Optimization exercise on an open flow, not production practice.
RTL: at most simulated, not proved equivalent.
Clock network not from TritonCTS: run 9.
The clock port is an ideal driver here.
Power: default activity.

## flow/design.v (module list and top-level ports; edited modules follow where they fit)
// module sample_tick_gen: 26 lines
// module square_osc: 19 lines
// module walk_core: 1072 lines
// module walk_fa: 10 lines
// module walk_ha: 9 lines
// module walk_cfg_regs: 42 lines
// module dk_walk: 15 lines
// module walk_sound_top: 43 lines
module walk_sound_top (
    input  logic                                      clk,
    input  logic                                      rst_n,
    input  logic                                      reg_wr,
    input  logic [1:0]                                reg_addr,
    input  logic [15:0]                               reg_wdata,
    output logic [15:0]                               reg_rdata,
    output logic                                      sample_valid,
    output logic signed [walk_snd_pkg::sample_w-1:0] sample_out
);
  // ...
==> flow/run.sh <==
#!/bin/bash
# synth_recipe.tcl (not shown) runs the flow's synth.tcl, then flattens the netlist and writes it again
# the make line also repeats each setting of config.mk as NAME=value (left out here)
make -C /OpenROAD-flow-scripts/flow DESIGN_CONFIG=/design/flow/config.mk WORK_HOME=/design/flow/orfs CLKGATE_MAP_FILE= SYNTH_SCRIPT=/design/flow/synth_recipe.tcl finish
==> flow/config.mk <==
export PLATFORM = sky130hd
export DESIGN_NAME = walk_sound_top
export DESIGN_NICKNAME = walk_sound_top
export VERILOG_FILES = /design/flow/design.v
export SDC_FILE = /design/flow/constraint.sdc
export NUM_CORES = 4
export LEC_CHECK = 0
export CAP_MARGIN = 20
export CORE_MARGIN = 2
export CORE_UTILIZATION = 40
export CTS_BUF_LIST = sky130_fd_sc_hd__clkbuf_8
export CTS_CLUSTER_DIAMETER = 80
export CTS_CLUSTER_SIZE = 30
export SLEW_MARGIN = 20
export SYNTH_HIERARCHICAL = 1
export SYNTH_MINIMUM_KEEP_SIZE = 0
==> flow/constraint.sdc <==
create_clock -name core_clock -period 14.0 [get_ports {clk}]
set_input_delay 2.8000 -clock core_clock [delete_from_list [all_inputs] [get_ports {clk}]]
set_output_delay 2.8000 -clock core_clock [all_outputs]
set_load 0.01 [all_outputs]
==> summary.txt, run 1 <==
register area share after synthesis=0.171; Worst Hold Launch=u_tick.sample_cnt[2]; nets=around 1800; met2 wire length=13600 um; Most Crowded Layer GR=met2; largest family of logic cells by synthesized area=adder cells; Min Hold Slack=roughly 0.47 ns; hold path endpoint=u_tick.sample_cnt[2]; clock sink count=between 100 and 150; core area=around 0.035 sq mm; Die Footprint=0.0367 sq mm; Critical Path Stages=just over 40; Top reg by flops=u_walk.u_core.lp_s; number of non-clock inverters=170; final-layout clock-cell area share=0.0260; Synth Cell Area=between 0.01 and 0.015 sq mm; via count=between 9000 and 10000; GP Congestion=0.861; CP bufs+invs=1; yosys warns=11; Global Route met2 Usage=0.277; overall die height=approximately 190 um; CP peak stage delay=roughly 0.52 ns; Seq area share=0.157; CLK BUF=18; WP data arrival=about 14 ns; seq_cells=120; Yosys top cell by area=fa_1; post-route cell area=0.0153 sq mm; number of tap instances=around 460; leading cell type in the layout, fill and taps excluded=fa_1; asr flop ratio synth=0; Synth Flop Type=dfxtp_1; drt drc=0; H-Tree Level Count=4; most frequent cells in the layout=fa_1, inv_1, ha_1; First DRT Iteration DRCs=just under 500; adder-cell share of the synthesized area=0.469; status=timing/DRC/antenna clean; most frequent CP cell=fa_1
==> run 2, diff against run 1 <==
--- a/flow/config.mk
+++ b/flow/config.mk
@@ -10,6 +10,6 @@
 export CORE_UTILIZATION = 40
 export CTS_BUF_LIST = sky130_fd_sc_hd__clkbuf_8
-export CTS_CLUSTER_DIAMETER = 80
-export CTS_CLUSTER_SIZE = 30
+export CTS_CLUSTER_DIAMETER = 500
+export CTS_CLUSTER_SIZE = 100
 export SLEW_MARGIN = 20
 export SYNTH_HIERARCHICAL = 1
==> run 2 against run 1 <==
Net effect:
- non-clock buffer count unchanged
- synthesized cell count is the same
- critical endpoint unchanged
- maximum frequency is the same
- sequential share of layout area stayed put
- wire length unchanged
- first-iteration DRC count stayed put
- global-route usage did not move
==> summary.txt, run 2 <==
Post-synth EDFFs=0; Buffers on Ports=37; most frequent cells in the layout=fa_1, inv_1, ha_1; Critical-path top delay cell=fa_1; Root Driver=clkbuf_8; clock buffer depth=2; Ports=54; cell-internal power=roughly 1.6 mW; ranking of synthesized cells by area=fa_1, dfxtp_1, ha_1; placement row count=68; layout cells sized above 1=0.0652; largest net degree at the start of global routing=roughly 110; CP peak stage delay=0.52 ns (about the same); clock sink count=120 (unchanged); total CTS buffers=17; RSZ-0062 raised after global routing=false; Initial Util=0.407; reg-to-reg endpoint=u_walk.u_core.lp_s[14]; clk slew on worst S/H paths=roughly 0.08 ns; Layout Utilization=0.443; Largest regs=u_walk.u_core.lp_s (15), u_walk.u_core.hp_a (14); post-route cell area=0.0153 sq mm (unchanged); DR pass1 iterations=5; register area share after synthesis=0.171 (unchanged); CP Max Fanout=7; Top reg by flops=u_walk.u_core.lp_s; Cells after Synth=approximately 1400; Synth top cells by count=fa_1, inv_1, ha_1, dfxtp_1, nand2_1; First DRT Iteration DRCs=496 (unchanged); cell family with most CP delay=adder cells; FF-to-FF Start=u_walk.u_core.gate_d[2]; max-slew violations=0; overall die height=192 um (unchanged); VDD IR max=about 0.00054 V; synth unique cells=74; core area=0.0345 sq mm (unchanged); Fin Setup TNS=0 ns; Yosys top cell by area=fa_1; Final Skew=approximately 0.014 ns; Placed Instance Area=about 0.015 sq mm; FF+latch count, synth=120; vias in the first global route=roughly 10000; crit start category=flop; nets=1808 (unchanged); switching pwr=around 1.4 mW; ANT cells=0; total gr overflow=0; WHS Path Cells=2; yosys warns=11 (unchanged); Mapped Avg Cell Area=10.1 sq um; Worst EP required=approximately 14 ns; status=timing/DRC/antenna clean; Avg WL per Cell=roughly 15 um; Worst slew margin=0.270; WP data arrival=13.87 ns (about the same); post-synth top area share=0.347; most frequent CP cell=fa_1; crit end category=flop; R2R depth=41; kind of critical path=flop to flop; asr flop ratio synth=0 (unchanged); drt drc=0 (unchanged); antenna violations before repair=0; H-Tree Level Count=4 (unchanged); final worst path period share=0.967; P_leak=roughly 6.7 nW; Clock Power Share=0.106; HP Class=flop to flop; final hold violations=0; Peak Freq=approximately 0.074 GHz; Worst Hold Launch=u_tick.sample_cnt[2]; vias per inst=between 5 and 6; Die Width=roughly 190 um; GP Congestion=0.861 (unchanged); Synth Flop Type=dfxtp_1; GRT Overall Usage=0.164; Worst Tran Pin Value=1.08 ns; Min Hold Slack=0.469 ns (unchanged); max reg flops=15; antenna viol nets, final=0; TritonCTS clock tree=done; first-pass GRT wire length=about 49000 um; max-cap check violation count=0; via count=9588 (unchanged); sequential power share=0.162; Tmin final=roughly 14 ns; Die Footprint=0.0367 sq mm (unchanged); Logic pwr share=0.732; hold path endpoint=u_tick.sample_cnt[2]; Area Growth Syn to Fin=8.76%; CP bufs+invs=1 (unchanged); setup violators final=0; sw frac=0.472; count leader, synth=fa_1; Reg2Reg Setup Slack=~0.47 ns; Synth Cell Area=0.0141 sq mm (unchanged); leading cell type in the layout, fill and taps excluded=fa_1; Final Routed Wirelength=~28000 um; DP HPWL=between 20000 and 25000 um; clock latency (worst-skew pair)=~0.46 ns; PwrDens=199 mW/mm^2
==> run 2: layer usage <==
layer | vias to the layer above | share of wire | global-route usage
met5 | - | 0 | 0
met4 | 0 | 0.0078 | 0.0373
met3 | 16 | 0.020 | 0.0206
met2 | 97 | 0.49 | 0.277
met1 | 4806 | 0.49 | 0.225
li1 | 4669 | - | -
==> run 2: through the flow <==
step                      setup WS (ns)  power, mW  instances
after floorplan                   0.345       2.16       1398
after global placement            0.186       2.62       1849
after detailed placement         0.0459       2.72       1849
after CTS                        0.0294       3.08       1881
after global routing             0.0401       3.46       1881
final                             0.468       3.04       1881
==> run 2: cell type report <==
cell class | count | area [sq um]
clock buffer | 18 | 248
clock inverter | 14 | 150
fill | 3309 | 19200
inverter | 170 | 638
multi-input combinational | 1056 | 10800
sequential | 120 | 2410
tap | 455 | 569
timing repair buffer | 48 | 450
==> run 2: cells by family (layout without fill, tap and decap cells) <==
| kind of cell | count (synthesis) | after routing | synth area share |
|---|---|---|---|
| and+or+nand+nor | 412 | 412 | 0.154 |
| muxes | 46 | 46 | 0.0376 |
| other | 1 | 8 | 0.000267 |
| xor gates and xnor gates | 27 | 27 | 0.0168 |
| DFF | 120 | 120 | 0.171 |
| buffers and inverters | 222 | 250 | 0.0645 |
| AOI/OAI and AO/OA | 181 | 181 | 0.0868 |
| adders and majority gates | 382 | 382 | 0.469 |
==> run 2: worst min-delay path, delay by kind of cell (launching register included) <==
kind             cells  cell delay, ns
flip-flops           1            0.32
AND/OR/NAND/NOR      1            0.05
multiplexers         1            0.05
==> run 2: worst max-delay path by stage <==
stage                            start                     end  slack [ns]  cells past startpoint
6_report       u_walk.u_core.gate_d[2]  u_walk.u_core.lp_s[14]        0.47                     41
4_1_cts        u_walk.u_core.gate_d[2]  u_walk.u_core.lp_s[14]        0.03                     40
3_5_place_dp   u_walk.u_core.gate_d[2]  u_walk.u_core.lp_s[14]        0.05                     40
3_3_place_gp   u_walk.u_core.gate_d[2]  u_walk.u_core.lp_s[14]        0.19                     40
5_1_grt        u_walk.u_core.gate_d[2]  u_walk.u_core.lp_s[14]        0.04                     41
2_1_floorplan  u_walk.u_core.gate_d[2]  u_walk.u_core.lp_s[14]        0.35                     41
==> run 2: what timing repair did <==
| item | CTS | global route |
|---|---|---|
| resized for setup | 0 | 18 |
| endpoints found under the setup margin | 0 | 3 |
| setup buffers | 0 | 0 |
| hold buffers | 0 | 0 |
==> run 2: Yosys stat by module (local to each module, per instance) <==
module,cell area [sq um],cells,flip-flops and latches,copies in the design
walk_sound_top,862,99,5,1
square_osc,616,66,13,1
walk_fa,20.0,1,0,244
walk_cfg_regs,686,81,13,1
walk_core,5630,768,77,1
dk_walk,12.5,1,0,1
walk_ha,12.5,1,0,59
sample_tick_gen,637,73,12,1
==> run 2: power groups by stage <==
stage	Clock [mW]	Combinational (mW)	Sequential, mW
after floorplan	0	1.69	0.469
after global placement	0	2.12	0.502
after detailed placement	0	2.22	0.503
after CTS	0.335	2.25	0.495
after global routing	0.346	2.60	0.506
final	0.323	2.23	0.493
==> run 3, diff against run 2 <==
--- a/flow/config.mk
+++ b/flow/config.mk
@@ -9,5 +9,5 @@
 export CORE_MARGIN = 2
 export CORE_UTILIZATION = 40
-export CTS_BUF_LIST = sky130_fd_sc_hd__clkbuf_8
+export CTS_BUF_LIST = sky130_fd_sc_hd__clkbuf_16
 export CTS_CLUSTER_DIAMETER = 500
 export CTS_CLUSTER_SIZE = 100
==> run 3 against run 2 <==
Net effect:
- synthesized area unchanged
- clock skew down 0.0041 ns
- critical path depth unchanged
- global-route usage is 0.067 points higher
- worst hold slack worse by 0.0017 ns
- die area is the same
- non-clock buffer count did not move
- maximum frequency hardly changed
- first-iteration DRC count down 3.4%
- critical endpoint unchanged
- largest cell class unchanged
==> summary.txt, run 3 <==
Worst Tran Pin Value=1.09 ns (+0.00380 ns); Synth top cells by count=fa_1, inv_1, ha_1, dfxtp_1, nand2_1; VDD IR max=0.000543 V (-0.14%); Peak Freq=0.0740 GHz (about the same); P_leak=6.76 nW (+1.2%); post-synth top area share=0.347 (unchanged); Synth Cell Area=0.0141 sq mm (unchanged); CP Max Fanout=7 (unchanged); largest net degree at the start of global routing=108 (unchanged); clk slew on worst S/H paths=0.06 ns (-0.02 ns); DR pass1 iterations=5 (unchanged); Top reg by flops=u_walk.u_core.lp_s; crit end category=flop; final hold violations=0 (unchanged); H-Tree Level Count=4 (unchanged); drt drc=0 (unchanged); Root Driver=clkbuf_16; synth unique cells=74 (unchanged); GP Congestion=0.861 (unchanged); Yosys top cell by area=fa_1; total gr overflow=0 (unchanged); max-cap check violation count=0 (unchanged); area taken by multi-input logic gates=0.0108 sq mm (unchanged); WP data arrival=13.83 ns (-0.04 ns); vias in the first global route=10052 (-0.12%); Mapped Avg Cell Area=10.1 sq um (unchanged); placement row count=68 (unchanged); yosys warns=11 (unchanged); clock latency (worst-skew pair)=0.43 ns (-0.03 ns); largest family of logic cells by synthesized area=adder cells; FF+latch count, synth=120 (unchanged); Cells after Synth=1391 (unchanged); max-slew violations=0 (unchanged); most frequent cells in the layout=fa_1, inv_1, ha_1; vias per inst=5.09 (-0.10%); RSZ-0062 raised after global routing=false; Buffers on Ports=37 (unchanged); post-route cell area=0.0155 sq mm (+1.2%); max reg flops=15 (unchanged); Post-Place Cells=1849 (unchanged); nets=1808 (unchanged); Placed Instance Area=0.0148 sq mm (unchanged); DP HPWL=22800 um (unchanged); xor/xnor share of the synthesized area=0.0168 (unchanged); CP peak stage delay=0.52 ns (about the same); Synth Flop Type=dfxtp_1; Final Skew=0.00966 ns (-0.00415 ns); antenna viol nets, final=0 (unchanged); overall die height=192 um (unchanged); most frequent CP cell=fa_1; ANT cells=0 (unchanged); leading cell type in the layout, fill and taps excluded=fa_1; Fill cells=3278 (-0.94%); Final Routed Wirelength=28000 um (+0.39%); simple-gate area share of the yosys netlist=0.154 (unchanged); Largest regs=u_walk.u_core.lp_s (15), u_walk.u_core.hp_a (14); Fin Setup TNS=0 ns (unchanged); Layout Utilization=0.448 (+0.00525); first-pass GRT wire length=48600 um (+0.30%); kind of critical path=flop to flop; CP bufs+invs=1 (unchanged); Die Width=192 um (unchanged); post-synthesis mux area share=0.0376 (unchanged); via count=9578 (-0.10%); layout cells sized above 1=0.0645 (-0.000701); Area Growth Syn to Fin=10.0%; asr flop ratio synth=0 (unchanged); Tmin final=13.52 ns (-0.0117 ns); count leader, synth=fa_1; Finished Layout Cells=1881 (unchanged); core area=0.0345 sq mm (unchanged); Ports=54 (unchanged); Reg2Reg Setup Slack=0.48 ns (about the same); ranking of synthesized cells by area=fa_1, dfxtp_1, ha_1; Die Footprint=0.0367 sq mm (unchanged); TritonCTS clock tree=done; Post-synth EDFFs=0 (unchanged); cell family with most CP delay=adder cells; Initial Util=0.407 (unchanged); antenna violations before repair=0 (unchanged); final worst path period share=0.966 (about the same); register area share after synthesis=0.171 (unchanged); PwrDens=204 mW/mm^2 (+2.4%); Reg area=0.00241 sq mm (unchanged); Critical-path top delay cell=fa_1; clock buffer depth=2 (unchanged); Worst slew margin=0.268 (-0.00256); First DRT Iteration DRCs=479 (-3.4%); crit start category=flop; clock sink count=120 (unchanged); Avg WL per Cell=14.9 um (+0.39%); Final Power=3.15 mW (+3.6%); setup violators final=0 (unchanged); status=timing/DRC/antenna clean; cts hold-fix bufs=0 (unchanged); HP Class=flop to flop; Compound-Gate Fraction of Synth Area=0.0868 (unchanged); GRT Overall Usage=0.165 (+0.000674); adder-cell share of the synthesized area=0.469 (unchanged); total CTS buffers=17 (unchanged); Worst EP required=14.31 ns (-0.03 ns)
## run 3: cell counts after synthesis
No cell type changed its count.
## run 3: worst reg2reg max path, delay by kind of cell, from the launching register on
kind	cells	cell delay, ns
flops	1	0.36
buf+inv	1	0.09
compound gates	1	0.06
fa+ha+maj	33	12.10
xor+xnor	2	0.26
simple gates	4	0.55
## run 3: through the flow
stage	hold slack (ns)	setup slack (ns)
after floorplan	0.440	0.345
after global placement	0.449	0.186
after detailed placement	0.460	0.0459
after CTS	0.469	0.0340
after global routing	0.506	0.0468
final	0.468	0.480
## run 3: cells by family after synthesis
| group | count (synthesis) |
|---|---|
| compound gates | 181 |
| xor+xnor | 27 |
| fa+ha+maj | 382 |
| buf+inv | 222 |
| flops | 120 |
| mux | 46 |
| other cells | 1 |
| simple gates | 412 |
## run 3: area by class of cell
type                    count  area share
well taps                 455      0.0368
inverters                 170      0.0412
flip-flops and latches    120       0.156
repair buffers             48      0.0291
clock inverters            15     0.00995
clock buffers              17      0.0275
multi-input cells        1056       0.700
## run 3: final timing paths
path                                              start                     end  cells after the start
worst max-delay path            u_walk.u_core.gate_d[2]  u_walk.u_core.lp_s[14]                     41
worst min-delay path               u_tick.sample_cnt[2]    u_tick.sample_cnt[2]                      2
worst max register to register  u_walk.u_core.gate_d[2]  u_walk.u_core.lp_s[14]                     41
worst min register to register     u_tick.sample_cnt[2]    u_tick.sample_cnt[2]                      2
## run 3: per-module statistics from Yosys (local to each module, per instance), excerpt
| module | flops+latches | copies in the design | cells inside | cell area [sq um] |
|---|---|---|---|---|
| walk_ha | 0 | 59 | 1 | 12.5 |
| walk_fa | 0 | 244 | 1 | 20.0 |
| walk_cfg_regs | 13 | 1 | 81 | 686 |
| sample_tick_gen | 12 | 1 | 73 | 637 |
| square_osc | 13 | 1 | 66 | 616 |
| dk_walk | 0 | 1 | 1 | 12.5 |
| walk_core | 77 | 1 | 768 | 5630 |
## run 3: repair_timing
action,4_1_cts,5_1_grt
endpoints found under the hold margin,0,0
buffers inserted,0,0
endpoints found under the setup margin,0,3
resized for setup,0,18
## run 3: power breakdown
part | internal (mW) | leakage (nW) | switching [mW]
combinational | 1.04 | 5.50 | 1.18
clock | 0.262 | 0.277 | 0.176
sequential | 0.405 | 0.982 | 0.0883
total | 1.70 | 6.76 | 1.45
## run 3: layer usage
layer  routed length, um  global-route usage  vias up
met3                 555              0.0237       19
met4                 213              0.0320        0
met1               13600               0.225     4792
met2               13600               0.279       99
met5                   0                   0        -
li1                    -                   -     4668
==> run 4, diff against run 3 <==
--- a/flow/config.mk
+++ b/flow/config.mk
@@ -8,8 +8,6 @@
 export CAP_MARGIN = 20
 export CORE_MARGIN = 2
-export CORE_UTILIZATION = 40
-export CTS_BUF_LIST = sky130_fd_sc_hd__clkbuf_16
-export CTS_CLUSTER_DIAMETER = 500
-export CTS_CLUSTER_SIZE = 100
+export CORE_UTILIZATION = 65
+export CTS_BUF_LIST = sky130_fd_sc_hd__clkbuf_4 sky130_fd_sc_hd__clkbuf_8
 export SLEW_MARGIN = 20
 export SYNTH_HIERARCHICAL = 1
==> run 4 against run 3 <==
Net effect:
- still clean
- first-iteration DRC count fell by 21%
- global-route usage grew 11 points
- wire length up 0.60%
- worst hold slack gained 0.013 ns
- critical path depth unchanged
- register-to-register slack got worse by 0.099 ns
- clock power shrank 26%
==> summary.txt, run 4 <==
count leader, synth=fa_1; hold path endpoint=u_tick.sample_cnt[2]; FF-to-FF Start=u_walk.u_core.gate_d[2]; antenna viol nets, final=0 (unchanged); leading cell type in the layout, fill and taps excluded=fa_1; CP peak stage delay=0.51 ns (about the same); Final Skew=0.0256 ns (+0.0160 ns); First DRT Iteration DRCs=379 (-21%); crit start category=flop; WHS Path Cells=2 (unchanged); Die Footprint=0.0228 sq mm (-38%); Worst slew margin=0.344 (+0.0768); cell family with most CP delay=adder cells; Peak Freq=0.0734 GHz (-0.73%); post-synth top area share=0.347 (unchanged); final worst path period share=0.973 (+0.00709); Cells after Synth=1391 (unchanged); total gr overflow=0 (unchanged); status=timing/DRC/antenna clean; setup violators final=0 (unchanged); Largest regs=u_walk.u_core.lp_s (15), u_walk.u_core.hp_a (14); Synth Flop Type=dfxtp_1; register area share after synthesis=0.171 (unchanged); ANT cells=0 (unchanged); CP Max Fanout=6 (-1); Post-synth EDFFs=0 (unchanged); Synth Cell Area=0.0141 sq mm (unchanged); Mapped Avg Cell Area=10.1 sq um (unchanged); Final Routed Wirelength=28100 um (+0.60%); Yosys top cell by area=fa_1; most frequent CP cell=fa_1; via count=9675 (+1.0%); final hold violations=0 (unchanged); nets=1806 (-0.11%); reg-to-reg endpoint=u_walk.u_core.lp_s[14]; HP Class=flop to flop; Root Driver=clkbuf_8; kind of critical path=flop to flop; largest net degree at the start of global routing=108 (unchanged); TritonCTS clock tree=done; core area=0.0212 sq mm (-39%); H-Tree Level Count=4 (unchanged); GP Congestion=0.858 (-0.26%); synth unique cells=74 (unchanged); antenna violations before repair=0 (unchanged); WP data arrival=13.96 ns (+0.13 ns); cts hold-fix bufs=0 (unchanged); postcts setup bufs=0 (unchanged); Avg WL per Cell=16.6 um (+11%); total CTS buffers=17 (unchanged); asr flop ratio synth=0 (unchanged); crit end category=flop; placement row count=53 (-22%); pre-CTS WS=0.0890 ns (+0.0431 ns); vias in the first global route=9901 (-1.5%); Area Growth Syn to Fin=7.13%; Die Width=151 um (-21%); most frequent cells in the layout=fa_1, inv_1, ha_1; Top reg by flops=u_walk.u_core.lp_s; FF+latch count, synth=120 (unchanged); P_leak=6.67 nW (-1.3%); DP HPWL=22600 um (-0.67%); clock sink count=120 (unchanged); Initial Util=0.665 (+0.258); clk slew on worst S/H paths=0.09 ns (+0.03 ns); Buffers on Ports=37 (unchanged); Final Power=3.07 mW (-2.6%); Worst Hold Launch=u_tick.sample_cnt[2]; PnR worst setup slack=0.380 ns (-0.0993 ns); first-pass GRT wire length=48300 um (-0.78%); PwrDens=204 mW/mm^2 (about the same); Reg2Reg Setup Slack=0.38 ns (-0.10 ns); VDD IR max=0.000244 V (-55%); overall die height=151 um (-21%); GRT Overall Usage=0.270 (+0.105); Worst Tran Pin Value=0.982 ns (-0.106 ns); drt drc=0 (unchanged); Ports=54 (unchanged); Resized Gates After CTS=0 (unchanged); max-cap check violation count=0 (unchanged); max-slew violations=0 (unchanged); Synth top cells by count=fa_1, inv_1, ha_1, dfxtp_1, nand2_1; Critical-path top delay cell=fa_1; ranking of synthesized cells by area=fa_1, dfxtp_1, ha_1; CP bufs+invs=1 (unchanged); DR pass1 iterations=5 (unchanged); clock buffer depth=2 (unchanged); Tmin final=13.62 ns (+0.0993 ns); Worst EP required=14.34 ns (+0.03 ns); R2R depth=41 (unchanged); yosys warns=11 (unchanged); clock latency (worst-skew pair)=0.46 ns (+0.03 ns); layout cells sized above 1=0.0632 (-0.00131); vias per inst=5.69 (+12%); max reg flops=15 (unchanged)
==> run 4: cell counts after synthesis <==
Identical to the previous run, type by type.
==> run 4: per-module statistics from Yosys (local to each module, per instance) <==
module,flops+latches,copies in the design,cells inside
dk_walk,0,1,1
sample_tick_gen,12,1,73
square_osc,13,1,66
walk_cfg_regs,13,1,81
walk_core,77,1,768
walk_fa,0,244,1
walk_ha,0,59,1
walk_sound_top,5,1,99
==> run 4: how the worst max path moves through the flow <==
stage	startpoint	to	cells after the start
5_1_grt	u_walk.u_core.gate_d[2]	u_walk.u_core.lp_s[14]	41
3_3_place_gp	u_walk.u_core.gate_d[2]	u_walk.u_core.lp_s[14]	41
2_1_floorplan	u_walk.u_core.gate_d[2]	u_walk.u_core.lp_s[14]	41
6_report	u_walk.u_core.gate_d[2]	u_walk.u_core.lp_s[14]	41
3_5_place_dp	u_walk.u_core.gate_d[2]	u_walk.u_core.lp_s[14]	41
4_1_cts	u_walk.u_core.gate_d[2]	u_walk.u_core.lp_s[14]	41
==> run 4: metrics by stage <==
step                cells  hold slack [ns]   util  TNS [ns]  cell area, sq um
floorplan            1398            0.440      -         0             14100
global route         1699            0.522  0.712   -0.0191             15100
CTS                  1699            0.483  0.709         0             15000
finish               1699            0.480  0.712         0             15100
global placement     1667            0.447  0.690         0             14600
detailed placement   1667            0.471  0.690         0             14600
==> run 4: kinds of logic (layout without fill, tap and decap cells) <==
family                   count (synthesis)  count (layout)  share of synthesized area
flip-flops                             120             120                      0.171
multiplexers                            46              46                     0.0376
AND/OR/NAND/NOR                        412             412                      0.154
adder cells (fa/ha/maj)                382             382                      0.469
AO/OA/AOI/OAI                          181             181                     0.0868
buffers and inverters                  222             248                     0.0645
XOR/XNOR                                27              27                     0.0168
other                                    1               8                   0.000267
==> run 4: final cells by class <==
type / count / area, sq um
Clock inverter: 15 / 174
Fill cell: 1645 / 6090
Multi-Input combinational cell: 1056 / 10800
Sequential cell: 120 / 2410
Tap cell: 275 / 344
Clock buffer: 17 / 234
Timing Repair Buffer: 46 / 435
Inverter: 170 / 638
==> run 4: power breakdown <==
| part | switching [mW] | internal [mW] | leakage [nW] | total, mW |
|---|---|---|---|---|
| Combinational | 1.21 | 1.04 | 5.49 | 2.25 |
| Clock | 0.188 | 0.137 | 0.207 | 0.325 |
| Sequential | 0.0897 | 0.404 | 0.981 | 0.494 |
| Total | 1.49 | 1.58 | 6.67 | 3.07 |
==> run 4: per-layer routing <==
metal,vias up,routed length (um),global-route usage
li1,4680,-,-
met1,4783,12700,0.380
met2,178,14000,0.445
met3,34,1050,0.0440
met4,0,357,0.0593
met5,-,0,0
==> run 4: worst reg2reg max path, delay by kind of cell, from the launching register on <==
family / cells / cell delay [ns]
fa+ha+maj: 32 / 11.72
simple gates: 4 / 0.74
flops: 1 / 0.38
compound gates: 2 / 0.38
xor+xnor: 2 / 0.27
buf+inv: 1 / 0.05
==> run 5, diff against run 4 <==
--- a/flow/config.mk
+++ b/flow/config.mk
@@ -8,6 +8,5 @@
 export CAP_MARGIN = 20
 export CORE_MARGIN = 2
-export CORE_UTILIZATION = 65
-export CTS_BUF_LIST = sky130_fd_sc_hd__clkbuf_4 sky130_fd_sc_hd__clkbuf_8
+export CORE_UTILIZATION = 40
 export SLEW_MARGIN = 20
 export SYNTH_HIERARCHICAL = 1
==> run 5 against run 4 <==
Net effect:
- maximum frequency grew 0.74%
- global-route usage shrank 11 points
- non-clock buffer count grew 2
- sequential power is essentially flat
- total power grew 2.7%
- clock power grew 36%
- combinational power is essentially flat
- critical path depth is the same
- still clean on timing, DRC and antenna
- synthesized cell count is the same
- register-to-register slack gained 0.10 ns
- via count shrank 1.1%
==> summary.txt, run 5 <==
max-cap check violation count=0 (unchanged); PwrDens=204 mW/mm^2 (about the same); nets=1808 (+0.11%); most frequent CP cell=fa_1; ranking of synthesized cells by area=fa_1, dfxtp_1, ha_1; Post-Place Cells=1849 (+11%); total CTS buffers=17 (unchanged); Buffers on Ports=37 (unchanged); antenna violations before repair=0 (unchanged); VDD IR max=0.000540 V (+120%); Root Driver=clkbuf_16; post-synth top area share=0.347 (unchanged); clk slew on worst S/H paths=0.06 ns (-0.03 ns); Area Growth Syn to Fin=10.1%; vias per inst=5.09 (-11%); area taken by multi-input logic gates=0.0108 sq mm (about the same); Reg area=0.00241 sq mm (about the same); Placed Instance Area=0.0148 sq mm (+1.6%); postcts setup bufs=0 (unchanged); max reg flops=15 (unchanged); Post-synth EDFFs=0 (unchanged); Yosys top cell by area=fa_1; Die Width=192 um (+27%); synth unique cells=74 (unchanged); vias in the first global route=10048 (+1.5%); First DRT Iteration DRCs=476 (+26%); Min Hold Slack=0.466 ns (-0.0140 ns); TritonCTS clock tree=done; Final Routed Wirelength=27900 um (-0.82%); DR pass1 iterations=5 (unchanged); Cells after Synth=1391 (unchanged); post-route cell area=0.0155 sq mm (+2.8%); layout cells sized above 1=0.0652 (+0.00202); ANT cells=0 (unchanged); P_leak=6.77 nW (+1.4%); yosys warns=11 (unchanged); H-Tree Level Count=4 (unchanged); Mapped Avg Cell Area=10.1 sq um (unchanged); clock latency (worst-skew pair)=0.43 ns (-0.03 ns); crit end category=flop; register area share after synthesis=0.171 (unchanged); status=timing/DRC/antenna clean; HP Class=flop to flop; first-pass GRT wire length=48600 um (+0.66%); WP data arrival=13.83 ns (-0.13 ns); drt drc=0 (unchanged); via count=9569 (-1.1%); Synth top cells by count=fa_1, inv_1, ha_1, dfxtp_1, nand2_1; Initial Util=0.407 (-0.258); final worst path period share=0.966 (-0.00717); Largest regs=u_walk.u_core.lp_s (15), u_walk.u_core.hp_a (14); Finished Layout Cells=1881 (+11%); Final Power=3.16 mW (+2.7%); Ports=54 (unchanged); final hold violations=0 (unchanged); Synth Cell Area=0.0141 sq mm (unchanged); FF+latch count, synth=120 (unchanged); RSZ-0062 raised after global routing=false; clock sink count=120 (unchanged); most frequent cells in the layout=fa_1, inv_1, ha_1; Die Footprint=0.0367 sq mm (+61%); core area=0.0345 sq mm (+63%); Worst slew margin=0.262 (-0.0820); Final Skew=0.00937 ns (-0.0163 ns); total gr overflow=0 (unchanged); count leader, synth=fa_1; Fill cells=3274 (+99%); CP peak stage delay=0.52 ns (about the same); kind of critical path=flop to flop; Synth Flop Type=dfxtp_1; GRT Overall Usage=0.165 (-0.105); leading cell type in the layout, fill and taps excluded=fa_1; CP Max Fanout=7 (+1); Tmin final=13.52 ns (-0.100 ns); Fin Setup TNS=0 ns (unchanged); Critical-path top delay cell=fa_1; DP HPWL=22800 um (+0.67%); GP Congestion=0.861 (+0.26%); cts hold-fix bufs=0 (unchanged); max-slew violations=0 (unchanged); largest net degree at the start of global routing=108 (unchanged); placement row count=68 (+28%); asr flop ratio synth=0 (unchanged); Avg WL per Cell=14.8 um (-10%); Peak Freq=0.0740 GHz (+0.74%); Top reg by flops=u_walk.u_core.lp_s; Reg2Reg Setup Slack=0.48 ns (+0.10 ns); setup violators final=0 (unchanged); overall die height=192 um (+27%); Worst EP required=14.31 ns (-0.03 ns); crit start category=flop; antenna viol nets, final=0 (unchanged); clock buffer depth=2 (unchanged); Worst Tran Pin Value=1.10 ns (+0.114 ns)
==> run 5: Yosys stat by module (local to each module, per instance) <==
module,area (sq um),flip-flops and latches
walk_core,5630,77
sample_tick_gen,637,12
walk_fa,20.0,0
square_osc,616,13
walk_ha,12.5,0
walk_sound_top,862,5
dk_walk,12.5,0
walk_cfg_regs,686,13
==> run 5: metal layers <==
| layer | wire [um] | global-route usage | up-vias |
|---|---|---|---|
| met1 | 13500 | 0.225 | 4770 |
| li1 | - | - | 4668 |
| met4 | 241 | 0.0320 | 0 |
| met2 | 13600 | 0.278 | 108 |
| met5 | 0 | 0 | - |
| met3 | 622 | 0.0237 | 23 |
==> run 5: worst max-delay path, delay by kind of cell, from the launching register on <==
family	cells	cell delay, ns
xor gates and xnor gates	2	0.26
AOI/OAI and AO/OA	1	0.06
DFF	1	0.36
buffers and inverters	1	0.09
adders and majority gates	33	12.10
and+or+nand+nor	4	0.55
==> run 5: stage by stage <==
| stage | worst slack [ns] | utilization |
|---|---|---|
| detailed placement | 0.0459 | 0.430 |
| finish | 0.481 | 0.448 |
| CTS | 0.0340 | 0.447 |
| floorplan | 0.345 | - |
| global route | 0.0468 | 0.448 |
| global placement | 0.186 | 0.430 |
==> run 5: cell families (layout without fill, tap and decap cells) <==
kind of cell	after synthesis	count (layout)	synth area share
muxes	46	46	0.0376
AOI/OAI and AO/OA	181	181	0.0868
other	1	8	0.000267
xor gates and xnor gates	27	27	0.0168
adders and majority gates	382	382	0.469
DFF	120	120	0.171
and+or+nand+nor	412	412	0.154
buffers and inverters	222	250	0.0645
==> run 5: final cells by class <==
| class | instances | area share |
|---|---|---|
| clock buffers | 18 | 0.0284 |
| clock inverters | 14 | 0.00970 |
| inverters | 170 | 0.0412 |
| multi-input cells | 1056 | 0.699 |
| flip-flops and latches | 120 | 0.156 |
| well taps | 455 | 0.0368 |
| repair buffers | 48 | 0.0291 |
==> run 5: power by group <==
part | switching, mW | leakage (nW) | total [mW] | internal (mW)
logic | 1.18 | 5.50 | 2.22 | 1.04
clock network | 0.176 | 0.283 | 0.443 | 0.267
registers | 0.0882 | 0.982 | 0.493 | 0.405
total | 1.45 | 6.77 | 3.16 | 1.71
==> run 5: what timing repair did <==
item / CTS / global route
resized for setup: 0 / 18
endpoints found under the hold margin: 0 / 0
setup endpoints to repair: 0 / 3
==> run 5: worst paths after layout <==
kind                            cells after the start                     end                     from
worst min-delay path                                2    u_tick.sample_cnt[2]     u_tick.sample_cnt[2]
worst max-delay path                               41  u_walk.u_core.lp_s[14]  u_walk.u_core.gate_d[2]
worst max register to register                     41  u_walk.u_core.lp_s[14]  u_walk.u_core.gate_d[2]
worst min register to register                      2    u_tick.sample_cnt[2]     u_tick.sample_cnt[2]
==> run 6, diff against run 5 <==
==> flow/flow/run.sh (new file) <==
#!/bin/bash
# The standard layout (the standard.sh, with its synthesis unchanged), with two
# changes: the port buffers are the smallest buffer cell, and the clock tree is built
# with clkbuf_8 cells in large sink clusters and without dummy loads.
set -euo pipefail
export BUFFER_PORTS_ARGS="-buffer_cell sky130_fd_sc_hd__buf_1"
export CTS_ARGS="-sink_clustering_enable -repair_clock_nets -dont_use_dummy_load -buf_list sky130_fd_sc_hd__clkbuf_4 -root_buf sky130_fd_sc_hd__clkbuf_8 -sink_clustering_size 100 -sink_clustering_max_diameter 500"
bash standard.sh > standard.log 2>&1
==> flow/standard.sh (new file) <==
#!/bin/bash
# synth_recipe.tcl (not shown) runs the flow's synth.tcl, then flattens the netlist and writes it again
# the make line also repeats each setting of config.mk as NAME=value (left out here)
make -C /OpenROAD-flow-scripts/flow DESIGN_CONFIG=/design/flow/config.mk WORK_HOME=/design/flow/orfs CLKGATE_MAP_FILE= SYNTH_SCRIPT=/design/flow/synth_recipe.tcl "${@:-finish}"
removed: flow/run.sh
==> run 6 against run 5 <==
Net effect:
- synthesized cell count unchanged
- global-route usage down 0.26 points
- setup slack worse by 0.084 ns
- combinational power down 3%
- critical endpoint unchanged
==> summary.txt, run 6 <==
most frequent cells in the layout=fa_1, inv_1, ha_1; Yosys top cell by area=fa_1; max reg flops=15 (unchanged); P_leak=6.47 nW (-4.4%); core area=0.0345 sq mm (unchanged); Mapped Avg Cell Area=10.1 sq um (unchanged); Worst slew margin=0.314 (+0.0515); total CTS buffers=17 (unchanged); CP peak stage delay=0.52 ns (about the same); first-pass GRT wire length=47900 um (-1.5%); antenna viol nets, final=0 (unchanged); leading cell type in the layout, fill and taps excluded=fa_1; Critical-path top delay cell=fa_1; crit end category=flop; Final Routed Wirelength=27600 um (-1.3%); Synth Flop Type=dfxtp_1; max-cap check violation count=0 (unchanged); final hold violations=0 (unchanged); most frequent CP cell=fa_1; Ports=54 (unchanged); FF+latch count, synth=120 (unchanged); count leader, synth=fa_1; Worst Tran Pin Value=1.02 ns (-0.0766 ns); H-Tree Level Count=4 (unchanged); GRT Overall Usage=0.162 (-0.00255); crit start category=flop; Initial Util=0.407 (unchanged); Area Growth Syn to Fin=5.25%; final worst path period share=0.972 (+0.00601); PwrDens=192 mW/mm^2 (-6.0%); synth unique cells=74 (unchanged); Placed Instance Area=0.0146 sq mm (-1.5%); Fin Setup TNS=0 ns (unchanged); antenna violations before repair=0 (unchanged); Post-Place Cells=1849 (unchanged); HP Class=flop to flop; clock sink count=120 (unchanged); Synth Cell Area=0.0141 sq mm (unchanged); cts hold-fix bufs=0 (unchanged); TritonCTS clock tree=done; Top reg by flops=u_walk.u_core.lp_s; register area share after synthesis=0.171 (unchanged); WP data arrival=13.89 ns (+0.06 ns); Largest regs=u_walk.u_core.lp_s (15), u_walk.u_core.hp_a (14); Die Width=192 um (unchanged); ANT cells=0 (unchanged); yosys warns=11 (unchanged); Root Driver=clkbuf_8; metal3 WL=713 um (+15%); met2 wire length=13500 um (-0.69%); Avg WL per Cell=14.8 um (-0.50%); vias per inst=5.16 (+1.4%); status=timing/DRC/antenna clean; Min Hold Slack=0.480 ns (+0.0141 ns); DR pass1 iterations=6 (+1); VDD IR max=0.000507 V (-6.2%); Final Skew=0.0430 ns (+0.0337 ns); overall die height=192 um (unchanged); vias in the first global route=9675 (-3.7%); ranking of synthesized cells by area=fa_1, dfxtp_1, ha_1; CP Max Fanout=7 (unchanged); max-slew violations=0 (unchanged); layout cells sized above 1=0.0553 (-0.00994); placement row count=68 (unchanged); clk slew on worst S/H paths=0.12 ns (+0.06 ns); largest net degree at the start of global routing=108 (unchanged); Finished Layout Cells=1866 (-0.80%); Synth top cells by count=fa_1, inv_1, ha_1, dfxtp_1, nand2_1; Worst EP required=14.29 ns (-0.02 ns); Final Power=2.84 mW (-10%); Buffers on Ports=37 (unchanged); met1 WL=13100 um (-3.1%); post-synth top area share=0.347 (unchanged); Tmin final=13.60 ns (+0.0842 ns); kind of critical path=flop to flop; Post-synth EDFFs=0 (unchanged); DP HPWL=22800 um (+0.19%); Top Layer Used=met4; via count=9625 (+0.59%); clock latency (worst-skew pair)=0.44 ns (about the same); Die Footprint=0.0367 sq mm (unchanged); total gr overflow=0 (unchanged); nets=1808 (unchanged); First DRT Iteration DRCs=654 (+37%); clock buffer depth=2 (unchanged); asr flop ratio synth=0 (unchanged); Cells after Synth=1391 (unchanged); Peak Freq=0.0735 GHz (-0.62%); drt drc=0 (unchanged); post-route cell area=0.0148 sq mm (-4.4%); GP Congestion=0.848 (-1.4%); setup violators final=0 (unchanged)
-- run 6: Yosys stat by module, one instance, submodules excluded, a selection --
module          cells  times used
walk_ha             1          59
walk_sound_top     99           1
square_osc         66           1
walk_fa             1         244
dk_walk             1           1
walk_core         768           1
walk_cfg_regs      81           1
-- run 6: worst paths after layout --
path                            from                      to  slack [ns]  cells past startpoint
min reg2reg     u_tick.sample_cnt[2]    u_tick.sample_cnt[2]        0.48                      2
min             u_tick.sample_cnt[2]    u_tick.sample_cnt[2]        0.48                      2
max          u_walk.u_core.gate_d[2]  u_walk.u_core.lp_s[14]        0.40                     41
max reg2reg  u_walk.u_core.gate_d[2]  u_walk.u_core.lp_s[14]        0.40                     41
-- run 6: cells by family after synthesis --
family	Yosys count	share of synthesized area
AOI/OAI and AO/OA	181	0.0868
xor gates and xnor gates	27	0.0168
adders and majority gates	382	0.469
buffers and inverters	222	0.0645
DFF	120	0.171
muxes	46	0.0376
other	1	0.000267
and+or+nand+nor	412	0.154
-- run 6: final cells by class --
cell class	instances	area [sq um]
Multi-Input combinational cell	1056	10800
Clock buffer	17	134
Sequential cell	120	2410
Tap cell	455	569
Timing Repair Buffer	48	225
Fill cell	3413	19700
Inverter	170	638
-- run 6: stage by stage --
| stage | setup WS [ns] | util |
|---|---|---|
| 2_1_floorplan | 0.345 | - |
| 3_3_place_gp | 0.214 | 0.423 |
| 3_5_place_dp | 0.0364 | 0.423 |
| 4_1_cts | 0.0492 | 0.427 |
| 5_1_grt | -0.0200 | 0.428 |
| 6_report | 0.396 | 0.428 |
-- run 6: worst max-delay path, delay by kind of cell, from the launching register on --
kind | cells | cell delay (ns)
XOR/XNOR | 2 | 0.28
AND/OR/NAND/NOR | 4 | 0.60
buffers and inverters | 1 | 0.06
AO/OA/AOI/OAI | 1 | 0.06
adder cells (fa/ha/maj) | 33 | 12.13
flip-flops | 1 | 0.37
-- run 6: layer usage --
layer	up-vias	global-route usage
li1	4650	-
met1	4826	0.229
met2	130	0.265
met3	19	0.0204
met4	0	0.0361
met5	-	0
-- run 6: report_power, final --
group          switching, mW  internal, mW
clock                  0.120        0.0595
sequential            0.0880         0.404
combinational           1.16          1.01
-- run 6: timing repair --
| item | 4_1_cts | 5_1_grt |
|---|---|---|
| hold endpoints to repair | 0 | 0 |
| buffers inserted | 0 | 0 |
| pin swaps | 0 | 2 |
| gates resized for setup | 1 | 16 |
| gates cloned | 0 | 0 |
| endpoints found under the setup margin | 1 | 2 |
==> run 7, diff against run 6 <==
==> flow/flow/run.sh (replaced) <==
#!/bin/bash
# The standard layout (the standard.sh, with its synthesis unchanged), with two
# changes: the port buffers are the smallest buffer cell, and the clock tree is built
# with clkbuf_8 cells in large sink clusters and without dummy loads.
set -euo pipefail
export BUFFER_PORTS_ARGS="-buffer_cell sky130_fd_sc_hd__buf_1"
export CTS_ARGS="-sink_clustering_enable -repair_clock_nets -dont_use_dummy_load -buf_list sky130_fd_sc_hd__clkbuf_8 -sink_clustering_size 100 -sink_clustering_max_diameter 500"
bash standard.sh > standard.log 2>&1
==> run 7 against run 6 <==
Net effect:
- critical path type unchanged
- first-iteration DRC count is 6.0% lower
- setup slack worse by 0.037 ns
- maximum frequency is 0.27% lower
- largest cell class unchanged
- still clean on timing, DRC and antenna
- sequential share of layout area is 0.11 points lower
- synthesized area stayed put
- sequential cell count stayed put
- die area stayed put
==> summary.txt, run 7 <==
Worst slew margin=0.274 (-0.0404); ranking of synthesized cells by area=fa_1, dfxtp_1, ha_1; Worst Hold Launch=u_tick.sample_cnt[2]; clock sink count=120 (unchanged); most frequent cells in the layout=fa_1, inv_1, ha_1; status=timing/DRC/antenna clean; Root Driver=clkbuf_8; CP peak stage delay=0.52 ns (about the same); crit start category=flop; clock latency (worst-skew pair)=0.45 ns (about the same); max-slew violations=0 (unchanged); Tmin final=13.64 ns (+0.0370 ns); leading cell type in the layout, fill and taps excluded=fa_1; drt drc=0 (unchanged); core area=0.0345 sq mm (unchanged); Synth Cell Area=0.0141 sq mm (unchanged); placement row count=68 (unchanged); First DRT Iteration DRCs=615 (-6.0%); Reg2Reg Setup Slack=0.36 ns (-0.04 ns); Largest regs=u_walk.u_core.lp_s (15), u_walk.u_core.hp_a (14); total gr overflow=0 (unchanged); yosys warns=11 (unchanged); Cells after Synth=1391 (unchanged); FF-to-FF Start=u_walk.u_core.gate_d[2]; reg-to-reg endpoint=u_walk.u_core.lp_s[14]; total CTS buffers=17 (unchanged); Buffers on Ports=37 (unchanged); largest net degree at the start of global routing=108 (unchanged); vias per inst=5.15 (-0.22%); Final Routed Wirelength=27700 um (+0.40%); GP Congestion=0.848 (unchanged); Die Footprint=0.0367 sq mm (unchanged); max reg flops=15 (unchanged); clock buffer depth=2 (unchanged); VDD IR max=0.000511 V (+0.92%); Peak Freq=0.0733 GHz (-0.27%); clk slew on worst S/H paths=0.08 ns (-0.04 ns); Min Hold Slack=0.475 ns (-0.00562 ns); Post-synth EDFFs=0 (unchanged); kind of critical path=flop to flop; hold path endpoint=u_tick.sample_cnt[2]; most frequent CP cell=fa_1; Avg WL per Cell=14.8 um (+0.40%); via count=9604 (-0.22%); GRT Overall Usage=0.162 (+0.000396); P_leak=6.51 nW (+0.65%); crit end category=flop; antenna violations before repair=0 (unchanged); final worst path period share=0.974 (+0.00264); layout cells sized above 1=0.0546 (-0.000709); Top reg by flops=u_walk.u_core.lp_s; R2R depth=41 (unchanged); postcts setup bufs=0 (unchanged); Critical-path top delay cell=fa_1; WP data arrival=13.95 ns (+0.06 ns); Area Growth Syn to Fin=5.94%; final hold violations=0 (unchanged); TritonCTS clock tree=done; HP Class=flop to flop; cts hold-fix bufs=0 (unchanged); Mapped Avg Cell Area=10.1 sq um (unchanged); DP HPWL=22800 um (unchanged); max-cap check violation count=0 (unchanged); asr flop ratio synth=0 (unchanged); Initial Util=0.407 (unchanged); register area share after synthesis=0.171 (unchanged); Final Skew=0.0308 ns (-0.0123 ns); FF+latch count, synth=120 (unchanged); Synth top cells by count=fa_1, inv_1, ha_1, dfxtp_1, nand2_1; Ports=54 (unchanged); setup violators final=0 (unchanged); Worst EP required=14.31 ns (+0.02 ns); H-Tree Level Count=4 (unchanged); Synth Flop Type=dfxtp_1; Die Width=192 um (unchanged); antenna viol nets, final=0 (unchanged); overall die height=192 um (unchanged); Worst Tran Pin Value=1.08 ns (+0.0600 ns); first-pass GRT wire length=47900 um (about the same); synth unique cells=74 (unchanged); ANT cells=0 (unchanged); vias in the first global route=9703 (+0.29%); nets=1808 (unchanged); PwrDens=194 mW/mm^2 (+1.2%); CP Max Fanout=7 (unchanged); DR pass1 iterations=5 (-1); post-synth top area share=0.347 (unchanged); Yosys top cell by area=fa_1; Layout Utilization=0.431 (+0.00283); count leader, synth=fa_1; WHS Path Cells=2 (unchanged); Final Power=2.89 mW (+1.8%)
[run 7: cell count changes in the layout (fill, tap and decap cells not counted)]
cell	previous run	this run
clkbuf_8	1	17
fa_2	11	10
clkbuf_4	17	1
fa_1	233	234
[run 7: cell type report]
class	count	area, sq um
Clock buffer	17	234
Fill cell	3402	19600
Inverter	170	638
Multi-Input combinational cell	1056	10800
Sequential cell	120	2410
Tap cell	455	569
Timing Repair Buffer	48	225
[run 7: cells by family (layout without fill, tap and decap cells)]
| family | after synthesis | count (layout) | synth area share |
|---|---|---|---|
| flops | 120 | 120 | 0.171 |
| simple gates | 412 | 412 | 0.154 |
| xor+xnor | 27 | 27 | 0.0168 |
| compound gates | 181 | 181 | 0.0868 |
| other cells | 1 | 8 | 0.000267 |
| buf+inv | 222 | 235 | 0.0645 |
| mux | 46 | 46 | 0.0376 |
| fa+ha+maj | 382 | 382 | 0.469 |
[run 7: where the power goes]
part	internal (mW)	switching (mW)	leakage, nW
Combinational	1.01	1.16	5.41
Sequential	0.405	0.0882	0.981
Clock	0.107	0.127	0.122
Total	1.52	1.37	6.51
[run 7: worst max-delay path by stage]
stage,from,endpoint
floorplan,u_walk.u_core.gate_d[2],u_walk.u_core.lp_s[14]
global placement,u_walk.u_core.gate_d[2],u_walk.u_core.lp_s[14]
detailed placement,u_walk.u_core.gate_d[2],u_walk.u_core.lp_s[14]
CTS,u_walk.u_core.gate_d[2],u_walk.u_core.lp_s[14]
global route,u_walk.u_core.gate_d[2],u_walk.u_core.lp_s[14]
finish,u_walk.u_core.gate_d[2],u_walk.u_core.lp_s[14]
[run 7: metal layers]
metal / part of all wire / wire length, um / vias to the layer above / track usage
met5: 0 / 0 / - / 0
met4: 0.011 / 309 / 0 / 0.0405
met3: 0.021 / 590 / 18 / 0.0198
met2: 0.49 / 13500 / 119 / 0.265
met1: 0.48 / 13300 / 4815 / 0.229
li1: - / - / 4652 / -
[run 7: critical path, delay by kind of cell (launching register included)]
kind / cells / cell delay, ns
buf+inv: 1 / 0.06
compound gates: 1 / 0.07
flops: 1 / 0.36
xor+xnor: 2 / 0.28
fa+ha+maj: 33 / 12.15
simple gates: 4 / 0.60
[run 7: Yosys stat by module, one instance, submodules excluded]
module / cell area (sq um) / times used
dk_walk: 12.5 / 1
sample_tick_gen: 637 / 1
walk_fa: 20.0 / 244
walk_sound_top: 862 / 1
square_osc: 616 / 1
walk_core: 5630 / 1
walk_ha: 12.5 / 59
walk_cfg_regs: 686 / 1
[run 7: timing repair]
| action | 4_1_cts | 5_1_grt |
|---|---|---|
| endpoints found under the hold margin | 0 | 0 |
| gates resized for setup | 0 | 16 |
| setup endpoints to repair | 0 | 3 |
[run 7: metrics by stage]
stage | worst slack [ns] | setup TNS (ns) | instances | area [sq um]
floorplan | 0.345 | 0 | 1398 | 14100
global placement | 0.214 | 0 | 1849 | 14600
detailed placement | 0.0364 | 0 | 1849 | 14600
CTS | 0.0155 | 0 | 1866 | 14800
global route | -0.0524 | -0.0524 | 1866 | 14900
finish | 0.359 | 0 | 1866 | 14900
==> run 8, diff against run 7 <==
--- a/flow/config.mk
+++ b/flow/config.mk
@@ -8,5 +8,6 @@
 export CAP_MARGIN = 20
 export CORE_MARGIN = 2
-export CORE_UTILIZATION = 40
+export CORE_UTILIZATION = 60
+export GPL_TIMING_DRIVEN = 0
 export SLEW_MARGIN = 20
 export SYNTH_HIERARCHICAL = 1
==> run 8 against run 7 <==
Net effect:
- wire length increased by 5.8%
- via count is 1.8% higher
- synthesized area stayed put
- critical path type unchanged
- critical endpoint unchanged
- largest power group unchanged
==> summary.txt, run 8 <==
status=timing/DRC/antenna clean; clk slew on worst S/H paths=0.10 ns (+0.02 ns); Worst Hold Launch=u_tick.sample_cnt[2]; Critical-path top delay cell=fa_2; count leader, synth=fa_1; clock buffer depth=2 (unchanged); Placed Instance Area=0.0146 sq mm (about the same); leading cell type in the layout, fill and taps excluded=fa_1; WP data arrival=13.94 ns (about the same); Final Skew=0.0522 ns (+0.0214 ns); CP Max Fanout=9 (+2); total CTS buffers=17 (unchanged); Peak Freq=0.0733 GHz (about the same); via count=9779 (+1.8%); Finished Layout Cells=1771 (-5.1%); post-route cell area=0.0150 sq mm (+0.48%); ranking of synthesized cells by area=fa_1, dfxtp_1, ha_1; Fill cells=2040 (-40%); Critical Path Stages=41 (unchanged); Worst Tran Pin Value=0.997 ns (-0.0830 ns); layout cells sized above 1=0.0730 (+0.0184); GRT Overall Usage=0.258 (+0.0954); crit end category=flop; area taken by multi-input logic gates=0.0109 sq mm (+0.39%); HP Class=flop to flop; Yosys top cell by area=fa_1; WHS Path Cells=2 (unchanged); Post-synth EDFFs=0 (unchanged); overall die height=157 um (-18%); Ports=54 (unchanged); synth unique cells=74 (unchanged); Die Width=157 um (-18%); nets=1849 (+2.3%); antenna violations before repair=0 (unchanged); final worst path period share=0.974 (about the same); placement row count=56 (-18%); most frequent cells in the layout=fa_1, inv_1, ha_1; max-slew violations=0 (unchanged); First DRT Iteration DRCs=449 (-27%); FF+latch count, synth=120 (unchanged); Top reg by flops=u_walk.u_core.lp_s; asr flop ratio synth=0 (unchanged); drt drc=0 (unchanged); setup violators final=0 (unchanged); max-cap check violation count=0 (unchanged); Die Footprint=0.0247 sq mm (-33%); vias per inst=5.52 (+7.3%); core area=0.0233 sq mm (-33%); DR pass1 iterations=5 (unchanged); Area Growth Syn to Fin=6.45%; hold path endpoint=u_tick.sample_cnt[2]; vias in the first global route=10017 (+3.2%); crit start category=flop; VDD IR max=0.000204 V (-60%); Final Routed Wirelength=29300 um (+5.8%); cell family with most CP delay=adder cells; reg-to-reg endpoint=u_walk.u_core.lp_s[14]; Worst EP required=14.30 ns (about the same); Buffers on Ports=36 (-2.7%); H-Tree Level Count=4 (unchanged); first-pass GRT wire length=49800 um (+4.0%); Avg WL per Cell=16.5 um (+11%); register area share after synthesis=0.171 (unchanged); Initial Util=0.605 (+0.197); cts hold-fix bufs=0 (unchanged); antenna viol nets, final=0 (unchanged); GP Congestion=0.881 (+3.9%); ANT cells=0 (unchanged); TritonCTS clock tree=done; post-synth top area share=0.347 (unchanged); Tmin final=13.64 ns (-0.00106 ns); most frequent CP cell=fa_1; Synth Flop Type=dfxtp_1; Synth Cell Area=0.0141 sq mm (unchanged); kind of critical path=flop to flop; DP HPWL=24500 um (+7.5%); Post-Place Cells=1753 (-5.2%); Cells after Synth=1391 (unchanged); Mapped Avg Cell Area=10.1 sq um (unchanged); CP bufs+invs=1 (unchanged); Root Driver=clkbuf_8; P_leak=6.62 nW (+1.7%); pre-CTS WS=-0.399 ns (-0.435 ns); Synth top cells by count=fa_1, inv_1, ha_1, dfxtp_1, nand2_1; yosys warns=11 (unchanged); final hold violations=0 (unchanged); Largest regs=u_walk.u_core.lp_s (15), u_walk.u_core.hp_a (14); FF-to-FF Start=u_walk.u_core.gate_d[2]; CP peak stage delay=0.58 ns (+0.06 ns); clock sink count=120 (unchanged); Worst slew margin=0.329 (+0.0558); Layout Utilization=0.644 (+0.212); Reg2Reg Setup Slack=0.36 ns (about the same); clock latency (worst-skew pair)=0.45 ns (about the same); largest net degree at the start of global routing=18 (-83%); Reg area=0.00241 sq mm (about the same); R2R depth=41 (unchanged); PnR worst setup slack=0.360 ns (+0.00106 ns); PwrDens=195 mW/mm^2 (+0.74%); max reg flops=15 (unchanged); total gr overflow=0 (unchanged)
[run 8: cell counts after synthesis]
No cell type changed its count.
[run 8: worst max path at each step]
stage | start | endpoint
floorplan | u_walk.u_core.gate_d[2] | u_walk.u_core.lp_s[14]
global placement | u_walk.u_core.gate_d[2] | u_walk.u_core.lp_s[14]
detailed placement | u_walk.u_core.gate_d[2] | u_walk.u_core.lp_s[14]
CTS | u_walk.u_core.gate_d[2] | u_walk.u_core.lp_s[14]
global route | u_walk.u_core.gate_d[2] | u_walk.u_core.lp_s[14]
finish | u_walk.u_core.gate_d[2] | u_walk.u_core.lp_s[14]
[run 8: layout make-up]
cell class | count | share of cell area
Multi-Input combinational cell | 1056 | 0.726
Timing Repair Buffer | 38 | 0.0100
Inverter | 170 | 0.0426
Tap cell | 319 | 0.0267
Clock buffer | 17 | 0.0156
Buffer | 51 | 0.0182
Sequential cell | 120 | 0.161
[run 8: report_power, final]
part / internal (mW) / switching (mW) / leakage (nW)
sequential: 0.405 / 0.0914 / 0.982
clock: 0.107 / 0.123 / 0.122
combinational: 1.02 / 1.18 / 5.52
[run 8: per-stage QoR]
stage	total power [mW]	TNS [ns]	hold slack, ns
CTS	2.93	0	0.487
floorplan	2.16	0	0.440
global placement	2.63	-0.469	0.460
detailed placement	2.67	-0.608	0.469
finish	2.92	0	0.484
global route	3.37	-0.0240	0.501
[run 8: cell families after synthesis]
kind of cell / Yosys count / share of synthesized area
xor gates and xnor gates: 27 / 0.0168
AOI/OAI and AO/OA: 181 / 0.0868
muxes: 46 / 0.0376
buffers and inverters: 222 / 0.0645
other: 1 / 0.000267
adders and majority gates: 382 / 0.469
and+or+nand+nor: 412 / 0.154
DFF: 120 / 0.171
[run 8: per-module statistics from Yosys (local to each module, per instance)]
module	cell area (sq um)	flops+latches
dk_walk	12.5	0
square_osc	616	13
walk_cfg_regs	686	13
walk_sound_top	862	5
walk_fa	20.0	0
walk_ha	12.5	0
walk_core	5630	77
sample_tick_gen	637	12
[run 8: worst min-delay path: stages, from the launching register on]
cell and delay [ns]:
dfxtp_1 0.33, nand2_1 0.06, mux2i_1 0.05
[run 8: per-layer routing]
layer / part of all wire / vias to the layer above / global-route usage / wire [um]
met5: 0 / - / 0 / 0
met4: 0.016 / 0 / 0.0602 / 465
met3: 0.026 / 35 / 0.0322 / 764
met2: 0.47 / 152 / 0.418 / 13700
met1: 0.49 / 4852 / 0.372 / 14300
li1: - / 4740 / - / -
[run 8: repair_timing]
action	4_1_cts	5_1_grt
endpoints found under the setup margin	3	3
gates resized for setup	6	31
buffers inserted	0	2
pin swaps	0	10
==> run 9, diff against run 8 <==
==> flow/flow/run.sh (replaced) <==
#!/bin/bash
# The standard layout (the standard.sh, with its synthesis unchanged), with two
# changes: the port buffers are the smallest buffer cell, and the clock tree is a
# small balanced one built by flow/cts_tree.tcl (one root and 2^levels leaf buffers).
set -euo pipefail
export BUFFER_PORTS_ARGS="-buffer_cell sky130_fd_sc_hd__buf_1"
export PRE_CTS_TCL="$PWD/flow/cts_tree.tcl"
export MY_CTS_BUF=sky130_fd_sc_hd__clkbuf_8
export MY_CTS_ROOT=sky130_fd_sc_hd__clkbuf_8
export MY_CTS_LEVELS=3
bash standard.sh > standard.log 2>&1
==> flow/flow/cts_tree.tcl (new file) <==
# A small clock tree in place of TritonCTS: the clock port drives one root
# buffer, which drives one leaf buffer per group of registers; the groups are
# formed by splitting the registers by position (median cuts). Sourced by
# ORFS's cts.tcl as PRE_CTS_TCL; clock_tree_synthesis is then skipped.
set block [ord::get_db_block]
set buf_master [[ord::get_db] findMaster $::env(MY_CTS_BUF)]
set root_master [[ord::get_db] findMaster $::env(MY_CTS_ROOT)]
set clk_net [$block findNet clk]
set sinks {}
foreach it [$clk_net getITerms] {
  if { [$it isInputSignal] || [[$it getMTerm] getSigType] == "CLOCK" || [$it isInput] } {
    lappend sinks $it
  }
}
puts "my_cts: [llength $sinks] sinks"

proc it_xy { it } {
  set inst [$it getInst]
  set b [$inst getBBox]
  return [list [expr ([$b xMin] + [$b xMax]) / 2] [expr ([$b yMin] + [$b yMax]) / 2]]
}

# recursive median split into 2^levels groups
proc split_groups { items levels } {
  if { $levels == 0 || [llength $items] < 2 } { return [list $items] }
  set xs {}; set ys {}
  foreach it $items { lassign [it_xy $it] x y; lappend xs $x; lappend ys $y }
  set dx [expr [tcl::mathfunc::max {*}$xs] - [tcl::mathfunc::min {*}$xs]]
  set dy [expr [tcl::mathfunc::max {*}$ys] - [tcl::mathfunc::min {*}$ys]]
  set idx [expr { $dx >= $dy ? 0 : 1 }]
  set sorted [lsort -command [list cmp_xy $idx] $items]
  set h [expr [llength $sorted] / 2]
  return [concat [split_groups [lrange $sorted 0 [expr $h - 1]] [expr $levels - 1]] \
                 [split_groups [lrange $sorted $h end] [expr $levels - 1]]]
}
proc cmp_xy { idx a b } {
  set va [lindex [it_xy $a] $idx]; set vb [lindex [it_xy $b] $idx]
  if { $va < $vb } { return -1 } elseif { $va > $vb } { return 1 } else { return 0 }
}

set groups [split_groups $sinks $::env(MY_CTS_LEVELS)]
set root [odb::dbInst_create $block $root_master "myclk_root"]
set root_out [odb::dbNet_create $block "myclk_root_net"]
$root_out setSigType CLOCK
# root input on the clock port net, output to the leaves
foreach mt [$root_master getMTerms] {
  set it [$root findITerm [$mt getName]]
  if { [$mt getSigType] == "POWER" || [$mt getSigType] == "GROUND" } { continue }
  if { [$mt getIoType] == "INPUT" } { $it connect $clk_net } elseif { [$mt getIoType] == "OUTPUT" } { $it connect $root_out }
}
set n 0
set lx 0; set ly 0
foreach g $groups {
  set sx 0; set sy 0
  foreach it $g { lassign [it_xy $it] x y; set sx [expr $sx + $x]; set sy [expr $sy + $y] }
  set cx [expr $sx / [llength $g]]; set cy [expr $sy / [llength $g]]
  set leaf [odb::dbInst_create $block $buf_master "myclk_leaf_$n"]
  set net [odb::dbNet_create $block "myclk_leaf_net_$n"]
  $net setSigType CLOCK
  foreach mt [$buf_master getMTerms] {
    set it [$leaf findITerm [$mt getName]]
    if { [$mt getIoType] == "INPUT" && [$mt getSigType] != "POWER" && [$mt getSigType] != "GROUND" } { $it connect $root_out }
    if { [$mt getIoType] == "OUTPUT" } { $it connect $net }
  }
  foreach it $g { $it disconnect; $it connect $net }
  $leaf setLocation [expr int($cx)] [expr int($cy)]
  $leaf setPlacementStatus PLACED
  set lx [expr $lx + $cx]; set ly [expr $ly + $cy]
  puts "my_cts: leaf $n drives [llength $g] sinks at $cx $cy"
  incr n
}
$root setLocation [expr int($lx / $n)] [expr int($ly / $n)]
$root setPlacementStatus PLACED
$clk_net setSigType CLOCK

# clock_tree_synthesis would rebuild the tree: skip it
rename clock_tree_synthesis orig_clock_tree_synthesis
proc clock_tree_synthesis { args } {
  puts "my_cts: clock_tree_synthesis skipped"
  set_propagated_clock [all_clocks]
}
--- a/flow/config.mk
+++ b/flow/config.mk
@@ -8,6 +8,5 @@
 export CAP_MARGIN = 20
 export CORE_MARGIN = 2
-export CORE_UTILIZATION = 60
-export GPL_TIMING_DRIVEN = 0
+export CORE_UTILIZATION = 40
 export SLEW_MARGIN = 20
 export SYNTH_HIERARCHICAL = 1
==> run 9 against run 8 <==
Net effect:
- total power down 3.4%
- core utilization down 22 points
- combinational power down 2%
- first-iteration DRC count up 25%
- maximum frequency up 0.28%
- via count down 2.1%
- worst hold slack worse by 0.0065 ns
- global-route usage down 10 points
- clock skew down 0.040 ns
- synthesized area unchanged
- critical path depth unchanged
==> summary.txt, run 9 <==
overall die height=192 um (+22%); Tmin final=13.60 ns (-0.0376 ns); Mapped Avg Cell Area=10.1 sq um (unchanged); Peak Freq=0.0735 GHz (+0.28%); via count=9569 (-2.1%); drt drc=0 (unchanged); post-route cell area=0.0148 sq mm (-1.2%); leading cell type in the layout, fill and taps excluded=fa_1; vias in the first global route=9629 (-3.9%); Synth Flop Type=dfxtp_1; PnR worst setup slack=0.398 ns (+0.0376 ns); crit end category=flop; Cells after Synth=1391 (unchanged); Layout Utilization=0.428 (-0.215); clock latency (worst-skew pair)=0.42 ns (-0.03 ns); max reg flops=15 (unchanged); final hold violations=0 (unchanged); layout cells sized above 1=0.0499 (-0.0231); met2 wire length=13300 um (-2.9%); max-cap check violation count=0 (unchanged); Placed Instance Area=0.0146 sq mm (about the same); switching pwr=1.36 mW (-2.8%); setup violators final=0 (unchanged); Reg2Reg Setup Slack=0.40 ns (+0.04 ns); ranking of synthesized cells by area=fa_1, dfxtp_1, ha_1; Fin Setup TNS=0 ns (unchanged); Worst slew margin=0.308 (-0.0212); Top reg by flops=u_walk.u_core.lp_s; clk slew on worst S/H paths=0.11 ns (about the same); WHS Path Cells=2 (unchanged); status=timing/DRC/antenna clean; Top Layer Used=met4; vias per inst=5.15 (-6.8%); HP Class=flop to flop; max-slew violations=0 (unchanged); GP Congestion=0.848 (-3.8%); pre-CTS WS=0.0364 ns (+0.435 ns); Logic pwr share=0.765 (+0.013); placement row count=68 (+21%); met1 WL=13100 um (-8.7%); FF+latch count, synth=120 (unchanged); Worst Tran Pin Value=1.03 ns (+0.0315 ns); CP Max Fanout=7 (-2); Initial Util=0.407 (-0.197); Largest regs=u_walk.u_core.lp_s (15), u_walk.u_core.hp_a (14); Clock Power Share=0.061 (-0.018); yosys warns=11 (unchanged); Post-Place Cells=1849 (+5.5%); Synth Cell Area=0.0141 sq mm (unchanged); synth unique cells=74 (unchanged); first-pass GRT wire length=47600 um (-4.3%); most frequent CP cell=fa_1; DR pass1 iterations=5 (unchanged); Yosys top cell by area=fa_1; Fill cells=3399 (+67%); VDD IR max=0.000497 V (+140%); cell-internal power=1.47 mW (-3.9%); total gr overflow=0 (unchanged); kind of critical path=flop to flop; nets=1800 (-2.7%); post-synth top area share=0.347 (unchanged); DP HPWL=22800 um (-6.9%); asr flop ratio synth=0 (unchanged); final worst path period share=0.972 (-0.00268); antenna viol nets, final=0 (unchanged); Final Skew=0.0120 ns (-0.0402 ns); register area share after synthesis=0.171 (unchanged); Die Width=192 um (+22%); First DRT Iteration DRCs=563 (+25%); CP peak stage delay=0.52 ns (-0.06 ns); sw frac=0.480 (+0.00281); Ports=54 (unchanged); count leader, synth=fa_1; Synth top cells by count=fa_1, inv_1, ha_1, dfxtp_1, nand2_1; largest net degree at the start of global routing=108 (+90); sequential power share=0.174 (+0.004); WP data arrival=13.91 ns (-0.03 ns); PwrDens=191 mW/mm^2 (-2.2%); crit start category=flop; GRT Overall Usage=0.155 (-0.102); Critical-path top delay cell=fa_1; Die Footprint=0.0367 sq mm (+49%); Area Growth Syn to Fin=5.20%; core area=0.0345 sq mm (+48%); Finished Layout Cells=1859 (+5.0%); R2R depth=41 (unchanged); Post-synth EDFFs=0 (unchanged); Buffers on Ports=37 (+2.8%); metal3 WL=616 um (-19%); Min Hold Slack=0.477 ns (-0.00653 ns); Final Routed Wirelength=27400 um (-6.5%); P_leak=6.45 nW (-2.6%); Avg WL per Cell=14.7 um (-11%); most frequent cells in the layout=fa_1, inv_1, ha_1; Final Power=2.83 mW (-3.4%); Worst EP required=14.31 ns (about the same); antenna violations before repair=1 (+1)
==> run 9: cell type report <==
type | instances | area [sq um] | area share
antenna | 1 | 2.50 | 0.000169
buffer | 9 | 124 | 0.00837
inverter | 170 | 638 | 0.0431
multi-input combinational | 1056 | 10800 | 0.732
sequential | 120 | 2410 | 0.163
tap | 455 | 569 | 0.0385
timing repair buffer | 48 | 225 | 0.0152
==> run 9: critical path, delay by kind of cell, from the launching register on <==
family	cells	cell delay [ns]
flops	1	0.38
compound gates	1	0.06
xor+xnor	2	0.28
simple gates	4	0.60
buf+inv	1	0.06
fa+ha+maj	33	12.12
==> run 9: final timing paths <==
check | from | endpoint
max | u_walk.u_core.gate_d[2] | u_walk.u_core.lp_s[14]
min | u_tick.sample_cnt[2] | u_tick.sample_cnt[2]
max reg2reg | u_walk.u_core.gate_d[2] | u_walk.u_core.lp_s[14]
min reg2reg | u_tick.sample_cnt[2] | u_tick.sample_cnt[2]
==> run 9: modules after synthesis (local to each module, per instance) <==
module           flops+latches  cell area [sq um]  cells
walk_core                   77               5630    768
walk_sound_top               5                862     99
walk_cfg_regs               13                686     81
sample_tick_gen             12                637     73
square_osc                  13                616     66
walk_fa                      0               20.0      1
dk_walk                      0               12.5      1
walk_ha                      0               12.5      1
==> run 9: repair_timing <==
action	CTS	global route
gates resized for setup	0	17
setup endpoints to repair	0	3
endpoints found under the hold margin	0	0
hold buffers	0	0
setup buffers	0	0
==> run 9: power by group through the flow <==
stage	combinational (mW)	clock (mW)	sequential [mW]
2_1_floorplan	1.69	0	0.469
3_3_place_gp	2.11	0	0.502
3_5_place_dp	2.18	0	0.502
4_1_cts	2.19	0.182	0.494
5_1_grt	2.55	0.194	0.505
6_report	2.16	0.171	0.492
==> run 9: kinds of logic after synthesis <==
logic type / Yosys count / synth area share
other: 1 / 0.000267
DFF: 120 / 0.171
buffers and inverters: 222 / 0.0645
xor gates and xnor gates: 27 / 0.0168
muxes: 46 / 0.0376
adders and majority gates: 382 / 0.469
and+or+nand+nor: 412 / 0.154
AOI/OAI and AO/OA: 181 / 0.0868
==> run 9: routing by layer <==
layer  global-route usage  vias to the layer above
li1                     -                     4631
met1                0.228                     4807
met2                0.264                      110
met3              0.00587                       21
met4               0.0154                        0
met5                    0                        -
